Source: an optimization exercise on an open RTL-to-GDS flow (aim: small area, a short achievable clock period and few clock cycles). Production flows keep margins and buffers that such runs may drop.
Where RTL was checked, it was by simulation tests only, not by an equivalence proof against the original.
For run 1, only the layout was checked, not whether the RTL still works.
Power is estimated from default activity; no workload was simulated.

### design.v
package edu_pkg;
    localparam int ELEM_W      = 16;             
    localparam int SQ_W        = 2 * ELEM_W;     
    localparam int ACC_W       = 46;             
    localparam int LO_W        = SQ_W;           
    localparam int HI_W        = ACC_W - LO_W;   
    localparam int ROOT_W      = ACC_W / 2;      
    localparam int REM_W       = ROOT_W + 1;     
    localparam int TDATA_IN_W  = 2 * ELEM_W;
    localparam int TDATA_OUT_W = ((ROOT_W + 7) / 8) * 8;
endpackage
module edu_sq_tree
(
    input  logic [16:0] d,
    output logic [33:0] row_s,
    output logic [33:0] row_c
);
    logic [15:0] u;
    logic        n;
    assign u = d[15:0];
    assign n = d[16];
    logic t1, t2, t3, t4, t5, t6, t7, t8, t9, t10, t11, t12, t13, t14, t15, t16, t17, t18, t19, t20, t21, t22, t23, t24, t25, t26, t27, t28, t29, t30, t31, t32, t33, t34, t35, t36, t37, t38, t39, t40, t41, t42, t43, t44, t45, t46, t47, t48, t49, t50, t51, t52, t53, t54, t55, t56, t57, t58, t59, t60, t61, t62, t63, t64, t65, t66, t67, t68, t69, t70, t71, t72, t73, t74, t75, t76, t77, t78, t79, t80, t81, t82, t83, t84, t85, t86, t87, t88, t89, t90, t91, t92, t93, t94, t95, t96, t97, t98, t99, t100, t101, t102, t103, t104, t105, t106, t107, t108, t109, t110, t111, t112, t113, t114, t115, t116, t117, t118, t119, t120, t121, t122, t123, t124, t125, t126, t127, t128, t129, t130, t131, t132, t133, t134, t135, t136, t137, t138, t139, t140, t141, t142, t143, t144, t145, t146, t147, t148, t149, t150, t151, t152, t153, t154, t155, t156, t157, t158, t159, t160, t161, t162, t163, t164, t165, t166, t167, t168, t169, t170, t171, t172, t173, t174, t175, t176, t177, t178, t179, t180, t181, t182, t183, t184, t185, t186, t187, t188, t189, t190, t191, t192, t193, t194, t195, t196, t197, t198, t199, t200, t201, t202, t203, t204, t205, t206, t207, t208, t209, t210;
    assign t1 = (u[0] & u[11]) ^ (u[1] & u[10]);
    assign t2 = (u[0] & u[11]) & (u[1] & u[10]);
    assign t3 = (u[0] & u[12]) ^ (u[1] & u[11]);
    assign t4 = (u[0] & u[12]) & (u[1] & u[11]);
    assign t5 = (u[0] & u[13]) ^ (u[1] & u[12]) ^ (u[2] & u[11]);
    assign t6 = ((u[0] & u[13]) & (u[1] & u[12])) | ((u[0] & u[13]) & (u[2] & u[11])) | ((u[1] & u[12]) & (u[2] & u[11]));
    assign t7 = (u[3] & u[10]) ^ (u[4] & u[9]);
    assign t8 = (u[3] & u[10]) & (u[4] & u[9]);
    assign t9 = (u[0] & u[14]) ^ (u[1] & u[13]) ^ (u[2] & u[12]);
    assign t10 = ((u[0] & u[14]) & (u[1] & u[13])) | ((u[0] & u[14]) & (u[2] & u[12])) | ((u[1] & u[13]) & (u[2] & u[12]));
    assign t11 = (u[3] & u[11]) ^ (u[4] & u[10]);
    assign t12 = (u[3] & u[11]) & (u[4] & u[10]);
    assign t13 = (u[0] & u[15]) ^ (u[1] & u[14]) ^ (u[2] & u[13]);
    assign t14 = ((u[0] & u[15]) & (u[1] & u[14])) | ((u[0] & u[15]) & (u[2] & u[13])) | ((u[1] & u[14]) & (u[2] & u[13]));
    assign t15 = (u[3] & u[12]) ^ (u[4] & u[11]) ^ (u[5] & u[10]);
    assign t16 = ((u[3] & u[12]) & (u[4] & u[11])) | ((u[3] & u[12]) & (u[5] & u[10])) | ((u[4] & u[11]) & (u[5] & u[10]));
    assign t17 = (u[6] & u[9]) ^ (u[7] & u[8]);
    assign t18 = (u[6] & u[9]) & (u[7] & u[8]);
    assign t19 = (u[1] & u[15]) ^ (u[2] & u[14]) ^ (u[3] & u[13]);
    assign t20 = ((u[1] & u[15]) & (u[2] & u[14])) | ((u[1] & u[15]) & (u[3] & u[13])) | ((u[2] & u[14]) & (u[3] & u[13]));
    assign t21 = (u[4] & u[12]) ^ (u[5] & u[11]) ^ (u[6] & u[10]);
    assign t22 = ((u[4] & u[12]) & (u[5] & u[11])) | ((u[4] & u[12]) & (u[6] & u[10])) | ((u[5] & u[11]) & (u[6] & u[10]));
    assign t23 = (u[7] & u[9]) ^ ~(n & u[0]) ^ 1'b1;
    assign t24 = ((u[7] & u[9]) & ~(n & u[0])) | ((u[7] & u[9]) & 1'b1) | (~(n & u[0]) & 1'b1);
    assign t25 = (u[2] & u[15]) ^ (u[3] & u[14]) ^ (u[4] & u[13]);
    assign t26 = ((u[2] & u[15]) & (u[3] & u[14])) | ((u[2] & u[15]) & (u[4] & u[13])) | ((u[3] & u[14]) & (u[4] & u[13]));
    assign t27 = (u[5] & u[12]) ^ (u[6] & u[11]) ^ (u[7] & u[10]);
    assign t28 = ((u[5] & u[12]) & (u[6] & u[11])) | ((u[5] & u[12]) & (u[7] & u[10])) | ((u[6] & u[11]) & (u[7] & u[10]));
    assign t29 = (u[8] & u[9]) ^ u[9] ^ ~(n & u[1]);
    assign t30 = ((u[8] & u[9]) & u[9]) | ((u[8] & u[9]) & ~(n & u[1])) | (u[9] & ~(n & u[1]));
    assign t31 = (u[3] & u[15]) ^ (u[4] & u[14]) ^ (u[5] & u[13]);
    assign t32 = ((u[3] & u[15]) & (u[4] & u[14])) | ((u[3] & u[15]) & (u[5] & u[13])) | ((u[4] & u[14]) & (u[5] & u[13]));
    assign t33 = (u[6] & u[12]) ^ (u[7] & u[11]) ^ (u[8] & u[10]);
    assign t34 = ((u[6] & u[12]) & (u[7] & u[11])) | ((u[6] & u[12]) & (u[8] & u[10])) | ((u[7] & u[11]) & (u[8] & u[10]));
    assign t35 = (u[4] & u[15]) ^ (u[5] & u[14]) ^ (u[6] & u[13]);
    assign t36 = ((u[4] & u[15]) & (u[5] & u[14])) | ((u[4] & u[15]) & (u[6] & u[13])) | ((u[5] & u[14]) & (u[6] & u[13]));
    assign t37 = (u[7] & u[12]) ^ (u[8] & u[11]) ^ (u[9] & u[10]);
    assign t38 = ((u[7] & u[12]) & (u[8] & u[11])) | ((u[7] & u[12]) & (u[9] & u[10])) | ((u[8] & u[11]) & (u[9] & u[10]));
    assign t39 = (u[5] & u[15]) ^ (u[6] & u[14]) ^ (u[7] & u[13]);
    assign t40 = ((u[5] & u[15]) & (u[6] & u[14])) | ((u[5] & u[15]) & (u[7] & u[13])) | ((u[6] & u[14]) & (u[7] & u[13]));
    assign t41 = (u[6] & u[15]) ^ (u[7] & u[14]) ^ (u[8] & u[13]);
    assign t42 = ((u[6] & u[15]) & (u[7] & u[14])) | ((u[6] & u[15]) & (u[8] & u[13])) | ((u[7] & u[14]) & (u[8] & u[13]));
    assign t43 = (u[0] & u[7]) ^ (u[1] & u[6]);
    assign t44 = (u[0] & u[7]) & (u[1] & u[6]);
    assign t45 = (u[0] & u[8]) ^ (u[1] & u[7]);
    assign t46 = (u[0] & u[8]) & (u[1] & u[7]);
    assign t47 = (u[0] & u[9]) ^ (u[1] & u[8]) ^ (u[2] & u[7]);
    assign t48 = ((u[0] & u[9]) & (u[1] & u[8])) | ((u[0] & u[9]) & (u[2] & u[7])) | ((u[1] & u[8]) & (u[2] & u[7]));
    assign t49 = (u[3] & u[6]) ^ (u[4] & u[5]);
    assign t50 = (u[3] & u[6]) & (u[4] & u[5]);
    assign t51 = (u[0] & u[10]) ^ (u[1] & u[9]) ^ (u[2] & u[8]);
    assign t52 = ((u[0] & u[10]) & (u[1] & u[9])) | ((u[0] & u[10]) & (u[2] & u[8])) | ((u[1] & u[9]) & (u[2] & u[8]));
    assign t53 = (u[3] & u[7]) ^ (u[4] & u[6]);
    assign t54 = (u[3] & u[7]) & (u[4] & u[6]);
    assign t55 = (u[2] & u[9]) ^ (u[3] & u[8]) ^ (u[4] & u[7]);
    assign t56 = ((u[2] & u[9]) & (u[3] & u[8])) | ((u[2] & u[9]) & (u[4] & u[7])) | ((u[3] & u[8]) & (u[4] & u[7]));
    assign t57 = (u[5] & u[6]) ^ u[6] ^ t1;
    assign t58 = ((u[5] & u[6]) & u[6]) | ((u[5] & u[6]) & t1) | (u[6] & t1);
    assign t59 = (u[2] & u[10]) ^ (u[3] & u[9]) ^ (u[4] & u[8]);
    assign t60 = ((u[2] & u[10]) & (u[3] & u[9])) | ((u[2] & u[10]) & (u[4] & u[8])) | ((u[3] & u[9]) & (u[4] & u[8]));
    assign t61 = (u[5] & u[7]) ^ t3 ^ t2;
    assign t62 = ((u[5] & u[7]) & t3) | ((u[5] & u[7]) & t2) | (t3 & t2);
    assign t63 = (u[5] & u[8]) ^ (u[6] & u[7]) ^ u[7];
    assign t64 = ((u[5] & u[8]) & (u[6] & u[7])) | ((u[5] & u[8]) & u[7]) | ((u[6] & u[7]) & u[7]);
    assign t65 = t5 ^ t7 ^ t4;
    assign t66 = (t5 & t7) | (t5 & t4) | (t7 & t4);
    assign t67 = (u[5] & u[9]) ^ (u[6] & u[8]) ^ t9;
    assign t68 = ((u[5] & u[9]) & (u[6] & u[8])) | ((u[5] & u[9]) & t9) | ((u[6] & u[8]) & t9);
    assign t69 = t11 ^ t6 ^ t8;
    assign t70 = (t11 & t6) | (t11 & t8) | (t6 & t8);
    assign t71 = u[8] ^ t13 ^ t15;
    assign t72 = (u[8] & t13) | (u[8] & t15) | (t13 & t15);
    assign t73 = t17 ^ t10 ^ t12;
    assign t74 = (t17 & t10) | (t17 & t12) | (t10 & t12);
    assign t75 = t19 ^ t21 ^ t23;
    assign t76 = (t19 & t21) | (t19 & t23) | (t21 & t23);
    assign t77 = t14 ^ t16 ^ t18;
    assign t78 = (t14 & t16) | (t14 & t18) | (t16 & t18);
    assign t79 = t25 ^ t27 ^ t29;
    assign t80 = (t25 & t27) | (t25 & t29) | (t27 & t29);
    assign t81 = t20 ^ t22 ^ t24;
    assign t82 = (t20 & t22) | (t20 & t24) | (t22 & t24);
    assign t83 = ~(n & u[2]) ^ t31 ^ t33;
    assign t84 = (~(n & u[2]) & t31) | (~(n & u[2]) & t33) | (t31 & t33);
    assign t85 = t26 ^ t28 ^ t30;
    assign t86 = (t26 & t28) | (t26 & t30) | (t28 & t30);
    assign t87 = u[10] ^ ~(n & u[3]) ^ t35;
    assign t88 = (u[10] & ~(n & u[3])) | (u[10] & t35) | (~(n & u[3]) & t35);
    assign t89 = t37 ^ t32 ^ t34;
    assign t90 = (t37 & t32) | (t37 & t34) | (t32 & t34);
    assign t91 = (u[8] & u[12]) ^ (u[9] & u[11]) ^ ~(n & u[4]);
    assign t92 = ((u[8] & u[12]) & (u[9] & u[11])) | ((u[8] & u[12]) & ~(n & u[4])) | ((u[9] & u[11]) & ~(n & u[4]));
    assign t93 = t39 ^ t36 ^ t38;
    assign t94 = (t39 & t36) | (t39 & t38) | (t36 & t38);
    assign t95 = (u[9] & u[12]) ^ (u[10] & u[11]) ^ u[11];
    assign t96 = ((u[9] & u[12]) & (u[10] & u[11])) | ((u[9] & u[12]) & u[11]) | ((u[10] & u[11]) & u[11]);
    assign t97 = ~(n & u[5]) ^ t41 ^ t40;
    assign t98 = (~(n & u[5]) & t41) | (~(n & u[5]) & t40) | (t41 & t40);
    assign t99 = (u[7] & u[15]) ^ (u[8] & u[14]) ^ (u[9] & u[13]);
    assign t100 = ((u[7] & u[15]) & (u[8] & u[14])) | ((u[7] & u[15]) & (u[9] & u[13])) | ((u[8] & u[14]) & (u[9] & u[13]));
    assign t101 = (u[10] & u[12]) ^ ~(n & u[6]) ^ t42;
    assign t102 = ((u[10] & u[12]) & ~(n & u[6])) | ((u[10] & u[12]) & t42) | (~(n & u[6]) & t42);
    assign t103 = (u[8] & u[15]) ^ (u[9] & u[14]) ^ (u[10] & u[13]);
    assign t104 = ((u[8] & u[15]) & (u[9] & u[14])) | ((u[8] & u[15]) & (u[10] & u[13])) | ((u[9] & u[14]) & (u[10] & u[13]));
    assign t105 = (u[11] & u[12]) ^ u[12] ^ ~(n & u[7]);
    assign t106 = ((u[11] & u[12]) & u[12]) | ((u[11] & u[12]) & ~(n & u[7])) | (u[12] & ~(n & u[7]));
    assign t107 = (u[9] & u[15]) ^ (u[10] & u[14]) ^ (u[11] & u[13]);
    assign t108 = ((u[9] & u[15]) & (u[10] & u[14])) | ((u[9] & u[15]) & (u[11] & u[13])) | ((u[10] & u[14]) & (u[11] & u[13]));
    assign t109 = (u[10] & u[15]) ^ (u[11] & u[14]) ^ (u[12] & u[13]);
    assign t110 = ((u[10] & u[15]) & (u[11] & u[14])) | ((u[10] & u[15]) & (u[12] & u[13])) | ((u[11] & u[14]) & (u[12] & u[13]));
    assign t111 = (u[0] & u[5]) ^ (u[1] & u[4]);
    assign t112 = (u[0] & u[5]) & (u[1] & u[4]);
    assign t113 = (u[0] & u[6]) ^ (u[1] & u[5]);
    assign t114 = (u[0] & u[6]) & (u[1] & u[5]);
    assign t115 = (u[2] & u[5]) ^ (u[3] & u[4]) ^ u[4];
    assign t116 = ((u[2] & u[5]) & (u[3] & u[4])) | ((u[2] & u[5]) & u[4]) | ((u[3] & u[4]) & u[4]);
    assign t117 = (u[2] & u[6]) ^ (u[3] & u[5]) ^ t45;
    assign t118 = ((u[2] & u[6]) & (u[3] & u[5])) | ((u[2] & u[6]) & t45) | ((u[3] & u[5]) & t45);
    assign t119 = u[5] ^ t47 ^ t49;
    assign t120 = (u[5] & t47) | (u[5] & t49) | (t47 & t49);
    assign t121 = t51 ^ t53 ^ t48;
    assign t122 = (t51 & t53) | (t51 & t48) | (t53 & t48);
    assign t123 = t55 ^ t57 ^ t52;
    assign t124 = (t55 & t57) | (t55 & t52) | (t57 & t52);
    assign t125 = t59 ^ t61 ^ t56;
    assign t126 = (t59 & t61) | (t59 & t56) | (t61 & t56);
    assign t127 = t63 ^ t65 ^ t60;
    assign t128 = (t63 & t65) | (t63 & t60) | (t65 & t60);
    assign t129 = t67 ^ t69 ^ t64;
    assign t130 = (t67 & t69) | (t67 & t64) | (t69 & t64);
    assign t131 = t71 ^ t73 ^ t68;
    assign t132 = (t71 & t73) | (t71 & t68) | (t73 & t68);
    assign t133 = t75 ^ t77 ^ t72;
    assign t134 = (t75 & t77) | (t75 & t72) | (t77 & t72);
    assign t135 = t79 ^ t81 ^ t76;
    assign t136 = (t79 & t81) | (t79 & t76) | (t81 & t76);
    assign t137 = t83 ^ t85 ^ t80;
    assign t138 = (t83 & t85) | (t83 & t80) | (t85 & t80);
    assign t139 = t87 ^ t89 ^ t84;
    assign t140 = (t87 & t89) | (t87 & t84) | (t89 & t84);
    assign t141 = t91 ^ t93 ^ t88;
    assign t142 = (t91 & t93) | (t91 & t88) | (t93 & t88);
    assign t143 = t95 ^ t97 ^ t92;
    assign t144 = (t95 & t97) | (t95 & t92) | (t97 & t92);
    assign t145 = t99 ^ t101 ^ t96;
    assign t146 = (t99 & t101) | (t99 & t96) | (t101 & t96);
    assign t147 = t103 ^ t105 ^ t100;
    assign t148 = (t103 & t105) | (t103 & t100) | (t105 & t100);
    assign t149 = ~(n & u[8]) ^ t107 ^ t104;
    assign t150 = (~(n & u[8]) & t107) | (~(n & u[8]) & t104) | (t107 & t104);
    assign t151 = u[13] ^ ~(n & u[9]) ^ t109;
    assign t152 = (u[13] & ~(n & u[9])) | (u[13] & t109) | (~(n & u[9]) & t109);
    assign t153 = (u[11] & u[15]) ^ (u[12] & u[14]) ^ ~(n & u[10]);
    assign t154 = ((u[11] & u[15]) & (u[12] & u[14])) | ((u[11] & u[15]) & ~(n & u[10])) | ((u[12] & u[14]) & ~(n & u[10]));
    assign t155 = (u[12] & u[15]) ^ (u[13] & u[14]) ^ u[14];
    assign t156 = ((u[12] & u[15]) & (u[13] & u[14])) | ((u[12] & u[15]) & u[14]) | ((u[13] & u[14]) & u[14]);
    assign t157 = (u[0] & u[3]) ^ (u[1] & u[2]);
    assign t158 = (u[0] & u[3]) & (u[1] & u[2]);
    assign t159 = (u[0] & u[4]) ^ (u[1] & u[3]);
    assign t160 = (u[0] & u[4]) & (u[1] & u[3]);
    assign t161 = (u[2] & u[3]) ^ u[3] ^ t111;
    assign t162 = ((u[2] & u[3]) & u[3]) | ((u[2] & u[3]) & t111) | (u[3] & t111);
    assign t163 = (u[2] & u[4]) ^ t113 ^ t112;
    assign t164 = ((u[2] & u[4]) & t113) | ((u[2] & u[4]) & t112) | (t113 & t112);
    assign t165 = t43 ^ t115 ^ t114;
    assign t166 = (t43 & t115) | (t43 & t114) | (t115 & t114);
    assign t167 = t44 ^ t117 ^ t116;
    assign t168 = (t44 & t117) | (t44 & t116) | (t117 & t116);
    assign t169 = t46 ^ t119 ^ t118;
    assign t170 = (t46 & t119) | (t46 & t118) | (t119 & t118);
    assign t171 = t50 ^ t121 ^ t120;
    assign t172 = (t50 & t121) | (t50 & t120) | (t121 & t120);
    assign t173 = t54 ^ t123 ^ t122;
    assign t174 = (t54 & t123) | (t54 & t122) | (t123 & t122);
    assign t175 = t58 ^ t125 ^ t124;
    assign t176 = (t58 & t125) | (t58 & t124) | (t125 & t124);
    assign t177 = t62 ^ t127 ^ t126;
    assign t178 = (t62 & t127) | (t62 & t126) | (t127 & t126);
    assign t179 = t66 ^ t129 ^ t128;
    assign t180 = (t66 & t129) | (t66 & t128) | (t129 & t128);
    assign t181 = t70 ^ t131 ^ t130;
    assign t182 = (t70 & t131) | (t70 & t130) | (t131 & t130);
    assign t183 = t74 ^ t133 ^ t132;
    assign t184 = (t74 & t133) | (t74 & t132) | (t133 & t132);
    assign t185 = t78 ^ t135 ^ t134;
    assign t186 = (t78 & t135) | (t78 & t134) | (t135 & t134);
    assign t187 = t82 ^ t137 ^ t136;
    assign t188 = (t82 & t137) | (t82 & t136) | (t137 & t136);
    assign t189 = t86 ^ t139 ^ t138;
    assign t190 = (t86 & t139) | (t86 & t138) | (t139 & t138);
    assign t191 = t90 ^ t141 ^ t140;
    assign t192 = (t90 & t141) | (t90 & t140) | (t141 & t140);
    assign t193 = t94 ^ t143 ^ t142;
    assign t194 = (t94 & t143) | (t94 & t142) | (t143 & t142);
    assign t195 = t98 ^ t145 ^ t144;
    assign t196 = (t98 & t145) | (t98 & t144) | (t145 & t144);
    assign t197 = t102 ^ t147 ^ t146;
    assign t198 = (t102 & t147) | (t102 & t146) | (t147 & t146);
    assign t199 = t106 ^ t149 ^ t148;
    assign t200 = (t106 & t149) | (t106 & t148) | (t149 & t148);
    assign t201 = t108 ^ t151 ^ t150;
    assign t202 = (t108 & t151) | (t108 & t150) | (t151 & t150);
    assign t203 = t110 ^ t153 ^ t152;
    assign t204 = (t110 & t153) | (t110 & t152) | (t153 & t152);
    assign t205 = ~(n & u[11]) ^ t155 ^ t154;
    assign t206 = (~(n & u[11]) & t155) | (~(n & u[11]) & t154) | (t155 & t154);
    assign t207 = (u[13] & u[15]) ^ ~(n & u[12]) ^ t156;
    assign t208 = ((u[13] & u[15]) & ~(n & u[12])) | ((u[13] & u[15]) & t156) | (~(n & u[12]) & t156);
    assign t209 = (u[14] & u[15]) ^ u[15] ^ ~(n & u[13]);
    assign t210 = ((u[14] & u[15]) & u[15]) | ((u[14] & u[15]) & ~(n & u[13])) | (u[15] & ~(n & u[13]));
    assign row_s = {1'b1, ~(n & u[15]), ~(n & u[14]), t209, t207, t205, t203, t201, t199, t197, t195, t193, t191, t189, t187, t185, t183, t181, t179, t177, t175, t173, t171, t169, t167, t165, t163, t161, t159, u[2], (u[0] & u[2]), (u[0] & u[1]), 1'b0, u[0]};
    assign row_c = {1'b0, n, t210, t208, t206, t204, t202, t200, t198, t196, t194, t192, t190, t188, t186, t184, t182, t180, t178, t176, t174, t172, t170, t168, t166, t164, t162, t160, t158, t157, 1'b0, u[1], 1'b0, 1'b0};
endmodule
module edu_root_top
(
    input  logic [7:0] x,
    output logic [3:0] root,
    output logic [4:0] rem
);
    always_comb
    begin
        case (x)
            8'd0: begin root = 4'd0; rem = 5'd0; end
            8'd1: begin root = 4'd1; rem = 5'd0; end
            8'd2: begin root = 4'd1; rem = 5'd1; end
            8'd3: begin root = 4'd1; rem = 5'd2; end
            8'd4: begin root = 4'd2; rem = 5'd0; end
            8'd5: begin root = 4'd2; rem = 5'd1; end
            8'd6: begin root = 4'd2; rem = 5'd2; end
            8'd7: begin root = 4'd2; rem = 5'd3; end
            8'd8: begin root = 4'd2; rem = 5'd4; end
            8'd9: begin root = 4'd3; rem = 5'd0; end
            8'd10: begin root = 4'd3; rem = 5'd1; end
            8'd11: begin root = 4'd3; rem = 5'd2; end
            8'd12: begin root = 4'd3; rem = 5'd3; end
            8'd13: begin root = 4'd3; rem = 5'd4; end
            8'd14: begin root = 4'd3; rem = 5'd5; end
            8'd15: begin root = 4'd3; rem = 5'd6; end
            8'd16: begin root = 4'd4; rem = 5'd0; end
            8'd17: begin root = 4'd4; rem = 5'd1; end
            8'd18: begin root = 4'd4; rem = 5'd2; end
            8'd19: begin root = 4'd4; rem = 5'd3; end
            8'd20: begin root = 4'd4; rem = 5'd4; end
            8'd21: begin root = 4'd4; rem = 5'd5; end
            8'd22: begin root = 4'd4; rem = 5'd6; end
            8'd23: begin root = 4'd4; rem = 5'd7; end
            8'd24: begin root = 4'd4; rem = 5'd8; end
            8'd25: begin root = 4'd5; rem = 5'd0; end
            8'd26: begin root = 4'd5; rem = 5'd1; end
            8'd27: begin root = 4'd5; rem = 5'd2; end
            8'd28: begin root = 4'd5; rem = 5'd3; end
            8'd29: begin root = 4'd5; rem = 5'd4; end
            8'd30: begin root = 4'd5; rem = 5'd5; end
            8'd31: begin root = 4'd5; rem = 5'd6; end
            8'd32: begin root = 4'd5; rem = 5'd7; end
            8'd33: begin root = 4'd5; rem = 5'd8; end
            8'd34: begin root = 4'd5; rem = 5'd9; end
            8'd35: begin root = 4'd5; rem = 5'd10; end
            8'd36: begin root = 4'd6; rem = 5'd0; end
            8'd37: begin root = 4'd6; rem = 5'd1; end
            8'd38: begin root = 4'd6; rem = 5'd2; end
            8'd39: begin root = 4'd6; rem = 5'd3; end
            8'd40: begin root = 4'd6; rem = 5'd4; end
            8'd41: begin root = 4'd6; rem = 5'd5; end
            8'd42: begin root = 4'd6; rem = 5'd6; end
            8'd43: begin root = 4'd6; rem = 5'd7; end
            8'd44: begin root = 4'd6; rem = 5'd8; end
            8'd45: begin root = 4'd6; rem = 5'd9; end
            8'd46: begin root = 4'd6; rem = 5'd10; end
            8'd47: begin root = 4'd6; rem = 5'd11; end
            8'd48: begin root = 4'd6; rem = 5'd12; end
            8'd49: begin root = 4'd7; rem = 5'd0; end
            8'd50: begin root = 4'd7; rem = 5'd1; end
            8'd51: begin root = 4'd7; rem = 5'd2; end
            8'd52: begin root = 4'd7; rem = 5'd3; end
            8'd53: begin root = 4'd7; rem = 5'd4; end
            8'd54: begin root = 4'd7; rem = 5'd5; end
            8'd55: begin root = 4'd7; rem = 5'd6; end
            8'd56: begin root = 4'd7; rem = 5'd7; end
            8'd57: begin root = 4'd7; rem = 5'd8; end
            8'd58: begin root = 4'd7; rem = 5'd9; end
            8'd59: begin root = 4'd7; rem = 5'd10; end
            8'd60: begin root = 4'd7; rem = 5'd11; end
            8'd61: begin root = 4'd7; rem = 5'd12; end
            8'd62: begin root = 4'd7; rem = 5'd13; end
            8'd63: begin root = 4'd7; rem = 5'd14; end
            8'd64: begin root = 4'd8; rem = 5'd0; end
            8'd65: begin root = 4'd8; rem = 5'd1; end
            8'd66: begin root = 4'd8; rem = 5'd2; end
            8'd67: begin root = 4'd8; rem = 5'd3; end
            8'd68: begin root = 4'd8; rem = 5'd4; end
            8'd69: begin root = 4'd8; rem = 5'd5; end
            8'd70: begin root = 4'd8; rem = 5'd6; end
            8'd71: begin root = 4'd8; rem = 5'd7; end
            8'd72: begin root = 4'd8; rem = 5'd8; end
            8'd73: begin root = 4'd8; rem = 5'd9; end
            8'd74: begin root = 4'd8; rem = 5'd10; end
            8'd75: begin root = 4'd8; rem = 5'd11; end
            8'd76: begin root = 4'd8; rem = 5'd12; end
            8'd77: begin root = 4'd8; rem = 5'd13; end
            8'd78: begin root = 4'd8; rem = 5'd14; end
            8'd79: begin root = 4'd8; rem = 5'd15; end
            8'd80: begin root = 4'd8; rem = 5'd16; end
            8'd81: begin root = 4'd9; rem = 5'd0; end
            8'd82: begin root = 4'd9; rem = 5'd1; end
            8'd83: begin root = 4'd9; rem = 5'd2; end
            8'd84: begin root = 4'd9; rem = 5'd3; end
            8'd85: begin root = 4'd9; rem = 5'd4; end
            8'd86: begin root = 4'd9; rem = 5'd5; end
            8'd87: begin root = 4'd9; rem = 5'd6; end
            8'd88: begin root = 4'd9; rem = 5'd7; end
            8'd89: begin root = 4'd9; rem = 5'd8; end
            8'd90: begin root = 4'd9; rem = 5'd9; end
            8'd91: begin root = 4'd9; rem = 5'd10; end
            8'd92: begin root = 4'd9; rem = 5'd11; end
            8'd93: begin root = 4'd9; rem = 5'd12; end
            8'd94: begin root = 4'd9; rem = 5'd13; end
            8'd95: begin root = 4'd9; rem = 5'd14; end
            8'd96: begin root = 4'd9; rem = 5'd15; end
            8'd97: begin root = 4'd9; rem = 5'd16; end
            8'd98: begin root = 4'd9; rem = 5'd17; end
            8'd99: begin root = 4'd9; rem = 5'd18; end
            8'd100: begin root = 4'd10; rem = 5'd0; end
            8'd101: begin root = 4'd10; rem = 5'd1; end
            8'd102: begin root = 4'd10; rem = 5'd2; end
            8'd103: begin root = 4'd10; rem = 5'd3; end
            8'd104: begin root = 4'd10; rem = 5'd4; end
            8'd105: begin root = 4'd10; rem = 5'd5; end
            8'd106: begin root = 4'd10; rem = 5'd6; end
            8'd107: begin root = 4'd10; rem = 5'd7; end
            8'd108: begin root = 4'd10; rem = 5'd8; end
            8'd109: begin root = 4'd10; rem = 5'd9; end
            8'd110: begin root = 4'd10; rem = 5'd10; end
            8'd111: begin root = 4'd10; rem = 5'd11; end
            8'd112: begin root = 4'd10; rem = 5'd12; end
            8'd113: begin root = 4'd10; rem = 5'd13; end
            8'd114: begin root = 4'd10; rem = 5'd14; end
            8'd115: begin root = 4'd10; rem = 5'd15; end
            8'd116: begin root = 4'd10; rem = 5'd16; end
            8'd117: begin root = 4'd10; rem = 5'd17; end
            8'd118: begin root = 4'd10; rem = 5'd18; end
            8'd119: begin root = 4'd10; rem = 5'd19; end
            8'd120: begin root = 4'd10; rem = 5'd20; end
            8'd121: begin root = 4'd11; rem = 5'd0; end
            8'd122: begin root = 4'd11; rem = 5'd1; end
            8'd123: begin root = 4'd11; rem = 5'd2; end
            8'd124: begin root = 4'd11; rem = 5'd3; end
            8'd125: begin root = 4'd11; rem = 5'd4; end
            8'd126: begin root = 4'd11; rem = 5'd5; end
            8'd127: begin root = 4'd11; rem = 5'd6; end
            8'd128: begin root = 4'd11; rem = 5'd7; end
            8'd129: begin root = 4'd11; rem = 5'd8; end
            8'd130: begin root = 4'd11; rem = 5'd9; end
            8'd131: begin root = 4'd11; rem = 5'd10; end
            8'd132: begin root = 4'd11; rem = 5'd11; end
            8'd133: begin root = 4'd11; rem = 5'd12; end
            8'd134: begin root = 4'd11; rem = 5'd13; end
            8'd135: begin root = 4'd11; rem = 5'd14; end
            8'd136: begin root = 4'd11; rem = 5'd15; end
            8'd137: begin root = 4'd11; rem = 5'd16; end
            8'd138: begin root = 4'd11; rem = 5'd17; end
            8'd139: begin root = 4'd11; rem = 5'd18; end
            8'd140: begin root = 4'd11; rem = 5'd19; end
            8'd141: begin root = 4'd11; rem = 5'd20; end
            8'd142: begin root = 4'd11; rem = 5'd21; end
            8'd143: begin root = 4'd11; rem = 5'd22; end
            8'd144: begin root = 4'd12; rem = 5'd0; end
            8'd145: begin root = 4'd12; rem = 5'd1; end
            8'd146: begin root = 4'd12; rem = 5'd2; end
            8'd147: begin root = 4'd12; rem = 5'd3; end
            8'd148: begin root = 4'd12; rem = 5'd4; end
            8'd149: begin root = 4'd12; rem = 5'd5; end
            8'd150: begin root = 4'd12; rem = 5'd6; end
            8'd151: begin root = 4'd12; rem = 5'd7; end
            8'd152: begin root = 4'd12; rem = 5'd8; end
            8'd153: begin root = 4'd12; rem = 5'd9; end
            8'd154: begin root = 4'd12; rem = 5'd10; end
            8'd155: begin root = 4'd12; rem = 5'd11; end
            8'd156: begin root = 4'd12; rem = 5'd12; end
            8'd157: begin root = 4'd12; rem = 5'd13; end
            8'd158: begin root = 4'd12; rem = 5'd14; end
            8'd159: begin root = 4'd12; rem = 5'd15; end
            8'd160: begin root = 4'd12; rem = 5'd16; end
            8'd161: begin root = 4'd12; rem = 5'd17; end
            8'd162: begin root = 4'd12; rem = 5'd18; end
            8'd163: begin root = 4'd12; rem = 5'd19; end
            8'd164: begin root = 4'd12; rem = 5'd20; end
            8'd165: begin root = 4'd12; rem = 5'd21; end
            8'd166: begin root = 4'd12; rem = 5'd22; end
            8'd167: begin root = 4'd12; rem = 5'd23; end
            8'd168: begin root = 4'd12; rem = 5'd24; end
            8'd169: begin root = 4'd13; rem = 5'd0; end
            8'd170: begin root = 4'd13; rem = 5'd1; end
            8'd171: begin root = 4'd13; rem = 5'd2; end
            8'd172: begin root = 4'd13; rem = 5'd3; end
            8'd173: begin root = 4'd13; rem = 5'd4; end
            8'd174: begin root = 4'd13; rem = 5'd5; end
            8'd175: begin root = 4'd13; rem = 5'd6; end
            8'd176: begin root = 4'd13; rem = 5'd7; end
            8'd177: begin root = 4'd13; rem = 5'd8; end
            8'd178: begin root = 4'd13; rem = 5'd9; end
            8'd179: begin root = 4'd13; rem = 5'd10; end
            8'd180: begin root = 4'd13; rem = 5'd11; end
            8'd181: begin root = 4'd13; rem = 5'd12; end
            8'd182: begin root = 4'd13; rem = 5'd13; end
            8'd183: begin root = 4'd13; rem = 5'd14; end
            8'd184: begin root = 4'd13; rem = 5'd15; end
            8'd185: begin root = 4'd13; rem = 5'd16; end
            8'd186: begin root = 4'd13; rem = 5'd17; end
            8'd187: begin root = 4'd13; rem = 5'd18; end
            8'd188: begin root = 4'd13; rem = 5'd19; end
            8'd189: begin root = 4'd13; rem = 5'd20; end
            8'd190: begin root = 4'd13; rem = 5'd21; end
            8'd191: begin root = 4'd13; rem = 5'd22; end
            8'd192: begin root = 4'd13; rem = 5'd23; end
            8'd193: begin root = 4'd13; rem = 5'd24; end
            8'd194: begin root = 4'd13; rem = 5'd25; end
            8'd195: begin root = 4'd13; rem = 5'd26; end
            8'd196: begin root = 4'd14; rem = 5'd0; end
            8'd197: begin root = 4'd14; rem = 5'd1; end
            8'd198: begin root = 4'd14; rem = 5'd2; end
            8'd199: begin root = 4'd14; rem = 5'd3; end
            8'd200: begin root = 4'd14; rem = 5'd4; end
            8'd201: begin root = 4'd14; rem = 5'd5; end
            8'd202: begin root = 4'd14; rem = 5'd6; end
            8'd203: begin root = 4'd14; rem = 5'd7; end
            8'd204: begin root = 4'd14; rem = 5'd8; end
            8'd205: begin root = 4'd14; rem = 5'd9; end
            8'd206: begin root = 4'd14; rem = 5'd10; end
            8'd207: begin root = 4'd14; rem = 5'd11; end
            8'd208: begin root = 4'd14; rem = 5'd12; end
            8'd209: begin root = 4'd14; rem = 5'd13; end
            8'd210: begin root = 4'd14; rem = 5'd14; end
            8'd211: begin root = 4'd14; rem = 5'd15; end
            8'd212: begin root = 4'd14; rem = 5'd16; end
            8'd213: begin root = 4'd14; rem = 5'd17; end
            8'd214: begin root = 4'd14; rem = 5'd18; end
            8'd215: begin root = 4'd14; rem = 5'd19; end
            8'd216: begin root = 4'd14; rem = 5'd20; end
            8'd217: begin root = 4'd14; rem = 5'd21; end
            8'd218: begin root = 4'd14; rem = 5'd22; end
            8'd219: begin root = 4'd14; rem = 5'd23; end
            8'd220: begin root = 4'd14; rem = 5'd24; end
            8'd221: begin root = 4'd14; rem = 5'd25; end
            8'd222: begin root = 4'd14; rem = 5'd26; end
            8'd223: begin root = 4'd14; rem = 5'd27; end
            8'd224: begin root = 4'd14; rem = 5'd28; end
            8'd225: begin root = 4'd15; rem = 5'd0; end
            8'd226: begin root = 4'd15; rem = 5'd1; end
            8'd227: begin root = 4'd15; rem = 5'd2; end
            8'd228: begin root = 4'd15; rem = 5'd3; end
            8'd229: begin root = 4'd15; rem = 5'd4; end
            8'd230: begin root = 4'd15; rem = 5'd5; end
            8'd231: begin root = 4'd15; rem = 5'd6; end
            8'd232: begin root = 4'd15; rem = 5'd7; end
            8'd233: begin root = 4'd15; rem = 5'd8; end
            8'd234: begin root = 4'd15; rem = 5'd9; end
            8'd235: begin root = 4'd15; rem = 5'd10; end
            8'd236: begin root = 4'd15; rem = 5'd11; end
            8'd237: begin root = 4'd15; rem = 5'd12; end
            8'd238: begin root = 4'd15; rem = 5'd13; end
            8'd239: begin root = 4'd15; rem = 5'd14; end
            8'd240: begin root = 4'd15; rem = 5'd15; end
            8'd241: begin root = 4'd15; rem = 5'd16; end
            8'd242: begin root = 4'd15; rem = 5'd17; end
            8'd243: begin root = 4'd15; rem = 5'd18; end
            8'd244: begin root = 4'd15; rem = 5'd19; end
            8'd245: begin root = 4'd15; rem = 5'd20; end
            8'd246: begin root = 4'd15; rem = 5'd21; end
            8'd247: begin root = 4'd15; rem = 5'd22; end
            8'd248: begin root = 4'd15; rem = 5'd23; end
            8'd249: begin root = 4'd15; rem = 5'd24; end
            8'd250: begin root = 4'd15; rem = 5'd25; end
            8'd251: begin root = 4'd15; rem = 5'd26; end
            8'd252: begin root = 4'd15; rem = 5'd27; end
            8'd253: begin root = 4'd15; rem = 5'd28; end
            8'd254: begin root = 4'd15; rem = 5'd29; end
            8'd255: begin root = 4'd15; rem = 5'd30; end
            default: begin root = '0; rem = '0; end
        endcase
    end
endmodule
module euclidean_distance_unit
(
    input  logic                              clk,
    input  logic                              rst_n,
    input  logic                              s_axis_tvalid,
    output logic                              s_axis_tready,
    input  logic [edu_pkg::TDATA_IN_W-1:0]    s_axis_tdata,
    input  logic                              s_axis_tlast,
    output logic                              m_axis_tvalid,
    input  logic                              m_axis_tready,
    output logic [edu_pkg::TDATA_OUT_W-1:0]   m_axis_tdata,
    output logic                              m_axis_tuser
);
    localparam int EW    = edu_pkg::ELEM_W;
    localparam int AW    = edu_pkg::ACC_W;
    localparam int LW    = edu_pkg::LO_W;
    localparam int HW    = edu_pkg::HI_W;
    localparam int RW    = edu_pkg::ROOT_W;
    localparam int MW    = edu_pkg::REM_W;
    localparam int FB    = 4;                    
    localparam int KL    = 0;                    
    localparam int BW    = AW - 2 * FB;          
    localparam int RADW  = BW - 2 * KL;          
    localparam int STEPS = RW - FB - KL;         
    localparam int TW    = LW + 2;               
    logic              rdy_reg;
    logic              accept;
    logic [EW-1:0]     ai_reg, bi_reg;
    logic              vi_reg, lasti_reg;
    logic [EW:0]       da_reg;
    logic              va_reg, lasta_reg;
    assign accept = s_axis_tvalid && rdy_reg;
    always_ff @(posedge clk)
    begin
        ai_reg    <= s_axis_tdata[EW-1:0];
        bi_reg    <= s_axis_tdata[2*EW-1:EW];
        lasti_reg <= s_axis_tlast;
        da_reg    <= {ai_reg[EW-1], ai_reg} - {bi_reg[EW-1], bi_reg};
        lasta_reg <= lasti_reg;
    end
    logic [TW-1:0]     row_s, row_c;
    logic [TW-1:0]     rsb_reg, rcb_reg;
    logic              vb_reg, lastb_reg;
    edu_sq_tree u_sq
    (
        .d     (da_reg),
        .row_s (row_s),
        .row_c (row_c)
    );
    always_ff @(posedge clk)
    begin
        rsb_reg   <= row_s;
        rcb_reg   <= row_c;
        lastb_reg <= lasta_reg;
    end
    logic [TW-1:0]     sq;
    logic [LW:0]       sqq_reg;
    logic              vq_reg, lastq_reg;
    assign sq = rsb_reg + rcb_reg;
    always_ff @(posedge clk)
    begin
        sqq_reg   <= vb_reg ? sq[LW:0] : '0;
        lastq_reg <= lastb_reg;
    end
    logic [LW-1:0]     lo_reg;
    logic [HW-1:0]     hi_reg;
    logic              cy_reg, ovf_reg;
    logic              first_reg;    
    logic              clr_reg;      
    logic              full_reg;     
    logic [LW:0]       lo_sum;
    logic [HW:0]       hi_inc;
    logic              load;
    assign lo_sum = {1'b0, clr_reg ? '0 : lo_reg} + sqq_reg;
    always_comb
    begin
        for (int i = 0; i < HW; i++)
            hi_inc[i] = hi_reg[i] ^ (cy_reg && ((hi_reg & HW'((1 << i) - 1)) == HW'((1 << i) - 1)));
        hi_inc[HW] = cy_reg && (&hi_reg);
    end
    always_ff @(posedge clk)
        clr_reg <= vb_reg && (vq_reg ? lastq_reg : first_reg);
    always_ff @(posedge clk)
    begin
        lo_reg  <= lo_sum[LW-1:0];
        cy_reg  <= lo_sum[LW];
        hi_reg  <= clr_reg ? '0 : hi_inc[HW-1:0];
        ovf_reg <= clr_reg ? 1'b0 : (ovf_reg || hi_inc[HW]);
    end
    logic              busy_reg, valid_reg, sat_reg;
    logic [4:0]        cnt_reg;
    logic [RADW-1:0]   rad_reg;
    logic [MW-1:0]     rem_reg;
    logic [RW-1:0]     root_reg;
    logic              free, finish;
    logic              bufv_reg, bsat_reg, move;
    logic [BW-1:0]     bsum_reg;
    logic [FB-1:0]     broot_reg;
    logic [FB:0]       brem_reg;
    logic [AW-1:0]     sum_c;        
    logic              sat_c;
    logic [FB-1:0]     root_t;
    logic [FB:0]       rem_t;
    assign sum_c = {hi_inc[HW-1:0], lo_reg};
    assign sat_c = ovf_reg || hi_inc[HW];
    edu_root_top u_top
    (
        .x    (sum_c[AW-1 -: 2*FB]),
        .root (root_t),
        .rem  (rem_t)
    );
    assign move = full_reg && (!bufv_reg || load);
    always_ff @(posedge clk)
    begin
        if (move)
        begin
            bsum_reg  <= sum_c[BW-1:0];
            broot_reg <= root_t | {FB{sat_c}};
            brem_reg  <= rem_t;
            bsat_reg  <= sat_c;
        end
    end
    function automatic logic [MW+RW-1:0] root_step
        (input logic [MW-1:0] rem, input logic [RW-1:0] root,
         input logic [1:0] bits, input logic force1);
        logic [MW+1:0] rs, dd;
        logic          f;
        rs = {rem, bits};
        dd = rs - (MW+2)'({root, 2'b01});
        f  = !dd[MW+1] || force1;
        root_step = {f ? dd[MW-1:0] : rs[MW-1:0], root[RW-2:0], f};
    endfunction
    logic [MW-1:0]     rem_l, rem_n;
    logic [RW-1:0]     root_l, root_n;
    for (genvar k = 0; k <= KL; k++)
    begin : g_ld
        localparam int J = FB + k;               
        logic [J-1:0]  root;
        logic [J:0]    rem;
        if (k == 0)
        begin : g_first
            assign root = broot_reg;
            assign rem  = brem_reg;
        end
        else
        begin : g_step
            logic [J+1:0] rs, dd;
            logic         f;
            assign rs   = {g_ld[k-1].rem, bsum_reg[BW-1-2*(k-1) -: 2]};
            assign dd   = rs - (J+2)'({g_ld[k-1].root, 2'b01});
            assign f    = !dd[J+1] || bsat_reg;
            assign rem  = f ? dd[J:0] : rs[J:0];
            assign root = {g_ld[k-1].root, f};
        end
    end
    assign rem_l  = MW'(g_ld[KL].rem);
    assign root_l = RW'(g_ld[KL].root);
    always_comb
        {rem_n, root_n} = root_step(rem_reg, root_reg,
                                    rad_reg[RADW-1 -: 2], sat_reg);
    assign free   = (!busy_reg && !valid_reg) || (valid_reg && m_axis_tready);
    assign load   = bufv_reg && free;
    assign finish = busy_reg && (cnt_reg == '0);
    always_ff @(posedge clk)
    begin
        if (load)
        begin
            rad_reg  <= bsum_reg[RADW-1:0];
            rem_reg  <= rem_l;
            root_reg <= root_l;
            sat_reg  <= bsat_reg;
        end
        else
        begin
            rad_reg  <= {rad_reg[RADW-3:0], 2'b00};
            rem_reg  <= rem_n;
            if (busy_reg)
                root_reg <= root_n;
        end
    end
    logic       rdy_next;
    function automatic logic ready_next(input logic mr, input logic lt);
        logic       fr, ld, mv, idle;
        logic [2:0] pend;
        fr   = (!busy_reg && !valid_reg) || (valid_reg && mr);
        ld   = bufv_reg && fr;
        mv   = full_reg && (!bufv_reg || ld);
        pend = 3'((bufv_reg && !ld) || mv) + 3'(full_reg && !mv)
             + 3'(vq_reg && lastq_reg) + 3'(vb_reg && lastb_reg)
             + 3'(va_reg && lasta_reg) + 3'(vi_reg && lasti_reg) + 3'(lt);
        idle = !ld && !(busy_reg && !finish)
            && !(finish || (valid_reg && !mr));
        ready_next = (pend <= 3'd1) || ((pend == 3'd2) && idle);
    endfunction
    always_comb
    begin
        logic r00, r01, r10, r11;
        r00 = ready_next(1'b0, 1'b0);
        r01 = ready_next(1'b0, 1'b1);
        r10 = ready_next(1'b1, 1'b0);
        r11 = ready_next(1'b1, 1'b1);
        if (accept && s_axis_tlast)
            rdy_next = m_axis_tready ? r11 : r01;
        else
            rdy_next = m_axis_tready ? r10 : r00;
    end
    always_ff @(posedge clk or negedge rst_n)
    begin
        if (!rst_n)
        begin
            rdy_reg   <= 1'b0;
            vi_reg    <= 1'b0;
            va_reg    <= 1'b0;
            vb_reg    <= 1'b0;
            vq_reg    <= 1'b0;
            first_reg <= 1'b1;
            full_reg  <= 1'b0;
            bufv_reg  <= 1'b0;
            busy_reg  <= 1'b0;
            valid_reg <= 1'b0;
            cnt_reg   <= '0;
        end
        else
        begin
            rdy_reg   <= rdy_next;
            vi_reg    <= accept;
            va_reg    <= vi_reg;
            vb_reg    <= va_reg;
            vq_reg    <= vb_reg;
            if (vq_reg)
                first_reg <= lastq_reg;
            full_reg  <= (full_reg && !move) || (vq_reg && lastq_reg);
            bufv_reg  <= (bufv_reg && !load) || move;
            if (load)
            begin
                busy_reg <= 1'b1;
                cnt_reg  <= 5'(STEPS - 1);
            end
            else if (busy_reg)
            begin
                cnt_reg  <= cnt_reg - 1'b1;
                if (finish)
                    busy_reg <= 1'b0;
            end
            if (finish)
                valid_reg <= 1'b1;
            else if (m_axis_tready)
                valid_reg <= 1'b0;
        end
    end
    assign s_axis_tready = rdy_reg;
    assign m_axis_tvalid = valid_reg;
    assign m_axis_tdata  = edu_pkg::TDATA_OUT_W'(root_reg);
    assign m_axis_tuser  = sat_reg;
endmodule
### run.sh
#!/bin/bash
# synth_recipe.tcl (not shown) runs the flow's synth.tcl, then flattens the netlist and writes it again
# the make line also repeats each setting of config.mk as NAME=value (left out here)
make -C /OpenROAD-flow-scripts/flow DESIGN_CONFIG=/design/flow/config.mk WORK_HOME=/design/flow/orfs CLKGATE_MAP_FILE= SYNTH_SCRIPT=/design/flow/synth_recipe.tcl finish
### constraint.sdc
create_clock -name core_clock -period 8.0 [get_ports {clk}]
set_input_delay 1.6000 -clock core_clock [delete_from_list [all_inputs] [get_ports {clk}]]
set_output_delay 1.6000 -clock core_clock [all_outputs]
set_load 0.01 [all_outputs]
### config.mk
export PLATFORM = sky130hd
export DESIGN_NAME = euclidean_distance_unit
export DESIGN_NICKNAME = euclidean_distance_unit
export VERILOG_FILES = /design/flow/design.v
export SDC_FILE = /design/flow/constraint.sdc
export NUM_CORES = 4
export LEC_CHECK = 0
export CAP_MARGIN = 20
export CORE_MARGIN = 2
export CORE_UTILIZATION = 60
export PLACE_DENSITY = 0.75
export SETUP_SLACK_MARGIN = 4.6
export SLEW_MARGIN = 20
==> flow_summary_export.csv, run 1 <==
group,metric,value,unit
die,dieArea,34800,sq um
pwr,p_per_area,447,nW/um^2
timing,final.setup_skew,0.0151,ns
drt,drt_wl_total,41.4,mm
timing,setup_viol_count_final,0,
die,fp.dieH,187,um
clocking,cts-root-buf,"sky130_fd_sc_hd__clkbuf_16",
global_route,antenna_found_initial,0,
layout,final_cells,2712,
drt,postRouteAntennaNets,0,
clocking,cts_inserted_buffers,39,
clocking,cts.clk_slew.worst_paths,0.06,ns
timing,finalCritPeriodShare,0.423,
run,max-cap-violations,0,
synthesis,synthDominantAreaCellType,"sky130_fd_sc_hd__dfxtp_1",
global_route,global_route.usage.total,0.236,
synthesis,edff_count_synth,53,
synthesis,synth-seq-cells,345,
synthesis,biggest_area_contributors_in_the_synthesized_netlist,"sky130_fd_sc_hd__dfxtp_1 (28%), sky130_fd_sc_hd__fa_1 (9.0%), sky130_fd_sc_hd__ha_1 (8.9%)",
timing,rsz0062_at_grt,"true",
timing,final-hold-violation-count,0,
critical_path,max_stage_delay,0.57,ns
synthesis,proportion_of_synthesized_flip_flops_having_asynchronous_set_or_reset,0.0435,
pwr,worst_ir_drop_vdd,232,uV
status,status,"no timing/DRC/antenna violations",
timing,finalWorstSetupSlack,4.61,ns
die,core_area,32700,sq um
clocking,sinks_on_the_clock_net,345,
critical_path,timing.critical_path.from_type,"flip-flop",
clocking,cts-hold-fix-buffers,0,
placement,placement.cell_area,21000,sq um
critical_path,crit_slowest_cell,"sky130_fd_sc_hd__fa_2",
die,dieWidth,187,um
synthesis,synthFlopType,"sky130_fd_sc_hd__dfxtp_1",
die,starting_density_of_the_core,0.612,
die,io-pin-count,64,
synthesis,syn-num-nets,2458,
drt,post-route-drc-count,0,
synthesis,synth_largest_type_area_fraction,0.277,
drt,initialDrtViolationCount,872,
timing,fin_tns_setup,0,ns
critical_path,timing.critical_path.required,8.40,ns
timing,fmax,0.295,GHz
timing,hold_slack,0.349,ns
clocking,cts_max_path_buffers,3,
synthesis,synth_seq_area_share,0.375,
critical_path,worst-endpoint-arrival,3.78,ns
layout,final_core_util,0.698,
clocking,cts_tree,"built",
placement,place_hpwl,28.4,mm
drt,route.detailed.vias_per_inst,5.61,
global_route,overflow_after_grt,0,
timing,maxSlewHeadroom,0.456,
synthesis,synthesis.area,20000,sq um
timing,worst_slew_pin_slew,0.814,ns
pwr,power.leakage,10.4,nW
synthesis,synth_area_per_cell,9.15,sq um
critical_path,crit_type,"flip-flop to flip-flop",
critical_path,setup.worst_path.end_class,"flip-flop",
drt,firstDrtPassIters,5,
layout,area_growth_syn_to_layout,14.0,%
global_route,first_global_vias,15200,
placement,place_inst,2618,
critical_path,setup.reg_to_reg.worst_slack,4.61,ns
timing,final_max_tran_viols,0,
layout,finish.net_count,2510,
layout,layout.cell_area.non_filler,22800,sq um
critical_path,cp_max_fo,3,
global_route,grt_max_degree,72,
placement,portBuffers,62,
layout,n_antenna_cell,0,
hold_path,hold_path_class,"flip-flop to flip-flop",
synthesis,number_of_warnings_printed_during_yosys_synthesis,2,
drt,num_vias,15200,
layout,layout-drive-gt1-share,0.0731,
clocking,htree_num_levels,2,
die,rows,66,
synthesis,postSynthCellCount,2188,
clocking,worst_skew_pair.late_latency,0.53,ns
synthesis,yosys.cell_types.count,91,
critical_path,critical_path.cell_chain,"buf_12, o21ai_4, fa_1, fa_1, inv_1, ha_2, fa_2, inv_2, ha_2, a221oi_2, nor3_2, a311oi_2, a21oi_2",
timing,post-route-min-period,3.39,ns
pwr,finalPower,10.2,mW
placement,detailedPlace.worstSlack,3.86,ns
drt,post_drt_wl_per_cell,15.3,um
global_route,grt_pass1_wl,69.9,mm
placement,gp_congestion,0.927,
## power by group
group / leakage, nW / internal, mW / total, mW / switching, mW
sequential: 2.98 / 2.51 / 2.89 / 0.388
combinational: 6.72 / 2.44 / 5.46 / 3.02
clock: 0.664 / 1.14 / 1.86 / 0.716
total: 10.4 / 6.08 / 10.2 / 4.13
## placed cells by master, fill, tap and decap left out, types with 13 or more instances in the layout
| cell type | netlist | routed |
|---|---|---|
| sky130_fd_sc_hd__clkdlybuf4s50_1 | 0 | 62 |
| sky130_fd_sc_hd__mux2i_1 | 35 | 35 |
| sky130_fd_sc_hd__dfxtp_1 | 277 | 273 |
| sky130_fd_sc_hd__fa_1 | 90 | 89 |
| sky130_fd_sc_hd__a211oi_1 | 14 | 14 |
| sky130_fd_sc_hd__nor2_1 | 156 | 154 |
| sky130_fd_sc_hd__inv_1 | 186 | 181 |
| sky130_fd_sc_hd__xnor2_1 | 68 | 65 |
| sky130_fd_sc_hd__nand2_1 | 261 | 258 |
| sky130_fd_sc_hd__a21o_1 | 39 | 39 |
| sky130_fd_sc_hd__nand3_1 | 22 | 21 |
| sky130_fd_sc_hd__nand2b_1 | 17 | 17 |
| sky130_fd_sc_hd__a21oi_1 | 121 | 120 |
| sky130_fd_sc_hd__o211ai_1 | 13 | 13 |
| sky130_fd_sc_hd__nor3_1 | 41 | 39 |
| sky130_fd_sc_hd__edfxtp_1 | 53 | 53 |
| sky130_fd_sc_hd__clkbuf_16 | 0 | 41 |
| sky130_fd_sc_hd__ha_1 | 143 | 136 |
| sky130_fd_sc_hd__o21ai_0 | 72 | 69 |
| sky130_fd_sc_hd__nand4_1 | 14 | 14 |
| sky130_fd_sc_hd__o21a_1 | 24 | 24 |
| sky130_fd_sc_hd__o22ai_1 | 15 | 15 |
| sky130_fd_sc_hd__buf_4 | 1 | 24 |
| sky130_fd_sc_hd__nor2b_1 | 60 | 60 |
| sky130_fd_sc_hd__xor2_1 | 42 | 40 |
| sky130_fd_sc_hd__and2_1 | 108 | 107 |
| sky130_fd_sc_hd__a31oi_1 | 14 | 13 |
| sky130_fd_sc_hd__o21ai_1 | 33 | 35 |
## cells by family (layout without fill, tap and decap cells)
group	Yosys count	after routing	synth area share
simple gates	730	730	0.174
compound gates	454	454	0.149
flops	345	345	0.375
buf+inv	276	358	0.0530
fa+ha+maj	234	234	0.180
xor+xnor	110	110	0.0481
mux	38	38	0.0199
other cells	1	1	0.000187
## path summary, 6_finish.rpt
path / depth (start not counted) / endpoint / startpoint
setup / recovery: 13 / rdy_reg / busy_reg
min in group asynchronous: 1 / rdy_reg / rst_n
hold / removal: 0 / lasta_reg / lasti_reg
hold reg to reg: 0 / lasta_reg / lasti_reg
setup reg to reg: 13 / rdy_reg / busy_reg
max in group asynchronous: 1 / valid_reg / rst_n
## cell type report
type                       instances  area (sq um)
timing repair buffer              97          1020
sequential                       345          7520
fill                            2523          9880
clock buffer                      44          1050
multi-input combinational       1567         11700
tap                              442           553
clock inverter                    27           318
inverter                         190           714
## cells in the mapped netlist (all sizes together) (7+ instances only)
library cell  count
xnor2            68
nand2b           17
nand3            22
a21oi           122
dfxtp           277
o21bai            8
and3             12
ha              143
o21a             24
nand4            14
o22ai            15
dfrtp            14
mux2i            36
and2            108
nor2b            60
nor3             41
o21ai           107
nor4              7
nor2            158
xor2             42
o31ai             9
a211o             7
edfxtp           53
a211oi           17
a21o             39
clkbuf           71
buf              15
o211ai           13
a31oi            16
a2111oi          12
inv             188
or3              12
fa               90
a21boi            9
nand2           262
## routing by layer
layer / GRT usage / up-vias / share of wire
met2: 0.432 / 366 / 0.51
met1: 0.285 / 7205 / 0.43
met5: 0 / - / 0
li1: - / 7543 / -
met3: 0.0273 / 102 / 0.038
met4: 0.0846 / 0 / 0.028
## what timing repair did
item	CTS	global route
pin swaps	6	15
buffers inserted	7	13
gates resized for setup	38	28
gates cloned	2	1
endpoints found under the setup margin	46	38
## critical path: cells and delay by family (launching register included)
family          cells  cell delay (ns)
compound gates      4             0.65
fa+ha+maj           5             1.85
buf+inv             3             0.25
flops               1             0.41
simple gates        1             0.09
==> run 2, diff against run 1 <==
--- a/design.v
+++ b/design.v
@@ -529,18 +529,16 @@
     localparam int TW    = LW + 2;               
     logic              rdy_reg;
     logic              accept;
-    logic [EW-1:0]     ai_reg, bi_reg;
-    logic              vi_reg, lasti_reg;
+    logic [EW:0]       diff;
     logic [EW:0]       da_reg;
     logic              va_reg, lasta_reg;
     assign accept = s_axis_tvalid && rdy_reg;
+    assign diff   = {s_axis_tdata[EW-1], s_axis_tdata[EW-1:0]}
+                  - {s_axis_tdata[2*EW-1], s_axis_tdata[2*EW-1:EW]};
     always_ff @(posedge clk)
     begin
-        ai_reg    <= s_axis_tdata[EW-1:0];
-        bi_reg    <= s_axis_tdata[2*EW-1:EW];
-        lasti_reg <= s_axis_tlast;
-        da_reg    <= {ai_reg[EW-1], ai_reg} - {bi_reg[EW-1], bi_reg};
-        lasta_reg <= lasti_reg;
+        da_reg    <= accept ? diff : '0;
+        lasta_reg <= s_axis_tlast;
     end
     logic [TW-1:0]     row_s, row_c;
     logic [TW-1:0]     rsb_reg, rcb_reg;
@@ -557,25 +555,21 @@
         rcb_reg   <= row_c;
         lastb_reg <= lasta_reg;
     end
-    logic [TW-1:0]     sq;
-    logic [LW:0]       sqq_reg;
-    logic              vq_reg, lastq_reg;
-    assign sq = rsb_reg + rcb_reg;
-    always_ff @(posedge clk)
-    begin
-        sqq_reg   <= vb_reg ? sq[LW:0] : '0;
-        lastq_reg <= lastb_reg;
-    end
     logic [LW-1:0]     lo_reg;
     logic [HW-1:0]     hi_reg;
     logic              cy_reg, ovf_reg;
     logic              first_reg;    
     logic              clr_reg;      
     logic              full_reg;     
-    logic [LW:0]       lo_sum;
+    logic [TW-1:0]     base, cs_s, cs_c, lo_sum;
     logic [HW:0]       hi_inc;
     logic              load;
-    assign lo_sum = {1'b0, clr_reg ? '0 : lo_reg} + sqq_reg;
+    assign base   = clr_reg ? '0 : TW'(lo_reg);
+    assign cs_s   = base ^ rsb_reg ^ rcb_reg;
+    assign cs_c   = {(base[TW-2:0] & rsb_reg[TW-2:0])
+                   | (base[TW-2:0] & rcb_reg[TW-2:0])
+                   | (rsb_reg[TW-2:0] & rcb_reg[TW-2:0]), 1'b0};
+    assign lo_sum = cs_s + cs_c;
     always_comb
     begin
         for (int i = 0; i < HW; i++)
@@ -583,7 +577,7 @@
         hi_inc[HW] = cy_reg && (&hi_reg);
     end
     always_ff @(posedge clk)
-        clr_reg <= vb_reg && (vq_reg ? lastq_reg : first_reg);
+        clr_reg <= va_reg && (vb_reg ? lastb_reg : first_reg);
     always_ff @(posedge clk)
     begin
         lo_reg  <= lo_sum[LW-1:0];
@@ -683,18 +677,14 @@
         end
     end
     logic       rdy_next;
+    logic [1:0] pend_reg;    
     function automatic logic ready_next(input logic mr, input logic lt);
-        logic       fr, ld, mv, idle;
-        logic [2:0] pend;
-        fr   = (!busy_reg && !valid_reg) || (valid_reg && mr);
-        ld   = bufv_reg && fr;
-        mv   = full_reg && (!bufv_reg || ld);
-        pend = 3'((bufv_reg && !ld) || mv) + 3'(full_reg && !mv)
-             + 3'(vq_reg && lastq_reg) + 3'(vb_reg && lastb_reg)
-             + 3'(va_reg && lasta_reg) + 3'(vi_reg && lasti_reg) + 3'(lt);
-        idle = !ld && !(busy_reg && !finish)
-            && !(finish || (valid_reg && !mr));
-        ready_next = (pend <= 3'd1) || ((pend == 3'd2) && idle);
+        logic       ld, idle;
+        logic [1:0] pend;
+        ld   = bufv_reg && ((!busy_reg && !valid_reg) || (valid_reg && mr));
+        pend = pend_reg + 2'(lt) - 2'(ld);
+        idle = !ld && !busy_reg && !(valid_reg && !mr);
+        ready_next = (pend <= 2'd1) || ((pend == 2'd2) && idle);
     endfunction
     always_comb
     begin
@@ -713,10 +703,9 @@
         if (!rst_n)
         begin
             rdy_reg   <= 1'b0;
-            vi_reg    <= 1'b0;
+            pend_reg  <= '0;
             va_reg    <= 1'b0;
             vb_reg    <= 1'b0;
-            vq_reg    <= 1'b0;
             first_reg <= 1'b1;
             full_reg  <= 1'b0;
             bufv_reg  <= 1'b0;
@@ -727,13 +716,12 @@
         else
         begin
             rdy_reg   <= rdy_next;
-            vi_reg    <= accept;
-            va_reg    <= vi_reg;
+            pend_reg  <= pend_reg + 2'(accept && s_axis_tlast) - 2'(load);
+            va_reg    <= accept;
             vb_reg    <= va_reg;
-            vq_reg    <= vb_reg;
-            if (vq_reg)
-                first_reg <= lastq_reg;
-            full_reg  <= (full_reg && !move) || (vq_reg && lastq_reg);
+            if (vb_reg)
+                first_reg <= lastb_reg;
+            full_reg  <= (full_reg && !move) || (vb_reg && lastb_reg);
             bufv_reg  <= (bufv_reg && !load) || move;
             if (load)
             begin
--- a/config.mk
+++ b/config.mk
@@ -9,5 +9,5 @@
 export CORE_MARGIN = 2
 export CORE_UTILIZATION = 60
 export PLACE_DENSITY = 0.75
-export SETUP_SLACK_MARGIN = 4.6
+export SETUP_SLACK_MARGIN = 4.9
 export SLEW_MARGIN = 20
==> run 2 against run 1 <==
Still clean. Clock skew up 0.0030 ns. Largest power group unchanged. Global-route usage up 0.97 points. Area after synthesis down 12%. Via count down 12%. Largest cell class unchanged. Combinational power down 12%.
==> flow_summary_export.csv, run 2 <==
group,metric,value,unit
clocking,cts_inserted_buffers,29,
die,core_area,28800,sq um
drt,post-route-drc-count,0,
timing,final-hold-violation-count,0,
timing,post-route-min-period,3.40,ns
synthesis,biggest_area_contributors_in_the_synthesized_netlist,"sky130_fd_sc_hd__dfxtp_1 (24%), sky130_fd_sc_hd__fa_1 (13%), sky130_fd_sc_hd__edfxtp_1 (9.0%)",
synthesis,yosys.cell_count.top_type,"sky130_fd_sc_hd__inv_1",
timing,rsz0062_at_grt,"true",
layout,commonest_non_fill_non_tap_cells_in_the_layout,"sky130_fd_sc_hd__inv_1 (264), sky130_fd_sc_hd__nand2_1 (238), sky130_fd_sc_hd__dfxtp_1 (184), sky130_fd_sc_hd__nor2_1 (114), sky130_fd_sc_hd__fa_1 (111)",
clocking,cts.clk_slew.worst_paths,0.06,ns
synthesis,synth_top_cells_by_count,"sky130_fd_sc_hd__inv_1 (280), sky130_fd_sc_hd__nand2_1 (248), sky130_fd_sc_hd__dfxtp_1 (211)",
layout,layout-drive-gt1-share,0.156,
clocking,sinks_on_the_clock_net,279,
pwr,finalPower,8.51,mW
synthesis,synth_largest_type_area_fraction,0.240,
clocking,htree_num_levels,1,
timing,final_max_tran_viols,0,
placement,place_hpwl,24.4,mm
layout,mostFrequentLayoutCell,"sky130_fd_sc_hd__inv_1",
critical_path,cp_max_fo,7,
layout,n_antenna_cell,0,
synthesis,synth-seq-cells,279,
timing,worst_slew_pin_slew,1.01,ns
critical_path,worst-endpoint-arrival,3.85,ns
drt,drt_wl_total,38.8,mm
hold_path,holdPathStages,0,
hold_path,timing.hold.worst_endpoint,"lastb_reg",
die,rows,62,
synthesis,synthesis.area,17600,sq um
critical_path,crit_type,"flip-flop to flip-flop",
timing,final.setup_skew,0.0182,ns
synthesis,yosys.cell_types.count,84,
clocking,cts-root-buf,"sky130_fd_sc_hd__clkbuf_16",
critical_path,timing.rr.start,"clr_reg",
run,max-cap-violations,0,
layout,fillCellCount,1966,
die,starting_density_of_the_core,0.613,
critical_path,r2r_endpoint,"cy_reg",
layout,area_growth_syn_to_layout,19.2,%
global_route,overflow_after_grt,0,
die,dieWidth,175,um
drt,postRouteAntennaNets,0,
synthesis,edff_count_synth,53,
hold_path,min-delay-start,"lasta_reg",
synthesis,postSynthCellCount,1929,
global_route,antenna_found_initial,0,
critical_path,crit_slowest_cell,"sky130_fd_sc_hd__fa_1",
drt,initialDrtViolationCount,829,
placement,gp_congestion,0.936,
global_route,grt_pass1_wl,63.0,mm
synthesis,number_of_warnings_printed_during_yosys_synthesis,2,
critical_path,timing.critical_path.required,8.45,ns
critical_path,timing.critical_path.from_type,"flip-flop",
clocking,cts_tree,"built",
synthesis,proportion_of_synthesized_flip_flops_having_asynchronous_set_or_reset,0.0538,
pwr,power.leakage,9.84,nW
critical_path,setup.reg_to_reg.worst_slack,4.60,ns
critical_path,max_stage_delay,0.50,ns
die,dieArea,30800,sq um
clocking,worst_skew_pair.late_latency,0.56,ns
placement,portBuffers,62,
critical_path,setup.worst_path.end_class,"flip-flop",
drt,firstDrtPassIters,5,
clocking,cts_max_path_buffers,3,
status,status,"no timing/DRC/antenna violations",
global_route,grt_max_degree,69,
timing,setup_viol_count_final,0,
drt,route.detailed.vias_per_inst,5.51,
synthesis,synthFlopType,"sky130_fd_sc_hd__dfxtp_1",
critical_path,rr_worst_depth,14,
pwr,p_per_area,405,nW/um^2
critical_path,critical_path.cell_chain,"buf_6, nand2b_4, fa_1, inv_2, ha_4, nand4b_1, a21oi_2, o41a_1, a221oi_4, nand3_2, a41oi_2, o21ai_1, a21oi_1, xnor2_1",
synthesis,synthDominantAreaCellType,"sky130_fd_sc_hd__dfxtp_1",
die,io-pin-count,64,
timing,fmax,0.294,GHz
synthesis,syn-num-nets,2187,
layout,finish.net_count,2276,
timing,finalCritPeriodShare,0.425,
timing,fin_tns_setup,0,ns
drt,post_drt_wl_per_cell,16.0,um
pwr,worst_ir_drop_vdd,219,uV
synthesis,synth_area_per_cell,9.14,sq um
synthesis,synth_seq_area_share,0.351,
global_route,first_global_vias,13200,
die,fp.dieH,175,um
hold_path,hold_path_class,"flip-flop to flip-flop",
timing,maxSlewHeadroom,0.322,
global_route,global_route.usage.total,0.245,
drt,num_vias,13400,
run 2: cell types whose count changed in the layout (fill, tap and decap cells not counted), moves of 58 or more:
| cell | change |
|---|---|
| sky130_fd_sc_hd__dfxtp_1 | -89 |
| sky130_fd_sc_hd__ha_1 | -58 |
| sky130_fd_sc_hd__a21oi_1 | -61 |
| sky130_fd_sc_hd__inv_1 | +83 |
run 2: layout make-up:
type / count / area (sq um) / area share
multi-input combinational: 1296 / 11000 / 0.523
sequential: 279 / 6230 / 0.296
timing repair buffer: 131 / 1290 / 0.0616
inverter: 281 / 1090 / 0.0517
clock buffer: 36 / 803 / 0.0382
tap: 384 / 480 / 0.0229
clock inverter: 18 / 119 / 0.00566
run 2: per-stage QoR:
step | setup slack [ns] | cell area (sq um) | hold WS, ns | cells | util
6_report | 4.60 | 21000 | 0.327 | 2425 | 0.730
3_3_place_gp | 3.69 | 18700 | 0.313 | 2311 | 0.649
3_5_place_dp | 3.64 | 18700 | 0.313 | 2311 | 0.649
4_1_cts | 4.58 | 20300 | 0.328 | 2390 | 0.705
5_1_grt | 4.53 | 21000 | 0.335 | 2425 | 0.730
2_1_floorplan | 4.55 | 17900 | 0.310 | 1929 | -
run 2: how the worst max path moves through the flow:
stage,from,end,slack [ns],depth (start not counted)
2_1_floorplan,s_axis_tdata[0],da_reg[16],4.55,12
3_3_place_gp,s_axis_tdata[17],da_reg[15],3.69,12
3_5_place_dp,s_axis_tdata[17],da_reg[15],3.64,12
4_1_cts,clr_reg,cy_reg,4.58,13
5_1_grt,clr_reg,lo_reg[29],4.53,13
6_report,clr_reg,cy_reg,4.60,14
run 2: kinds of logic after synthesis:
family                   Yosys count  synth area share
flip-flops                       279             0.351
AO/OA/AOI/OAI                    299             0.113
multiplexers                      52            0.0320
AND/OR/NAND/NOR                  626             0.172
buffers and inverters            354            0.0775
XOR/XNOR                          95            0.0487
adder cells (fa/ha/maj)          223             0.206
other                              1          0.000213
run 2: worst max-delay path: cells and delay by family, from the launching register on:
kind | cells | cell delay (ns)
DFF | 1 | 0.39
AOI/OAI and AO/OA | 6 | 1.37
adders and majority gates | 2 | 0.74
and+or+nand+nor | 3 | 0.43
buffers and inverters | 2 | 0.20
xor gates and xnor gates | 1 | 0.19
run 2: report_power, final:
group / switching, mW / internal [mW] / leakage, nW
clock network: 0.581 / 0.718 / 0.444
logic: 2.58 / 2.21 / 6.97
registers: 0.354 / 2.07 / 2.43
total: 3.51 / 5.00 / 9.84
run 2: timing repair:
action,CTS,global route
cloned,2,2
gates resized for setup,128,125
setup buffers,23,33
setup endpoints to repair,192,76
hold buffers,0,0
pin swaps,44,47
run 2: routing by layer:
layer	track usage	share of wire
met1	0.312	0.42
met3	0.0310	0.052
met4	0.0930	0.032
met2	0.429	0.49
met5	0	0
Testbench counts of run 2, summed over its fixed seeds: cycles 22,995.

Setup slack of run 2, layout unchanged: 4.600 ns with ideal ports, 4.600 ns with driving cells assumed (clock clkbuf_16, inputs buf_2), 4.144 ns with port delays also shifted by the 0.599 ns mid clock arrival.
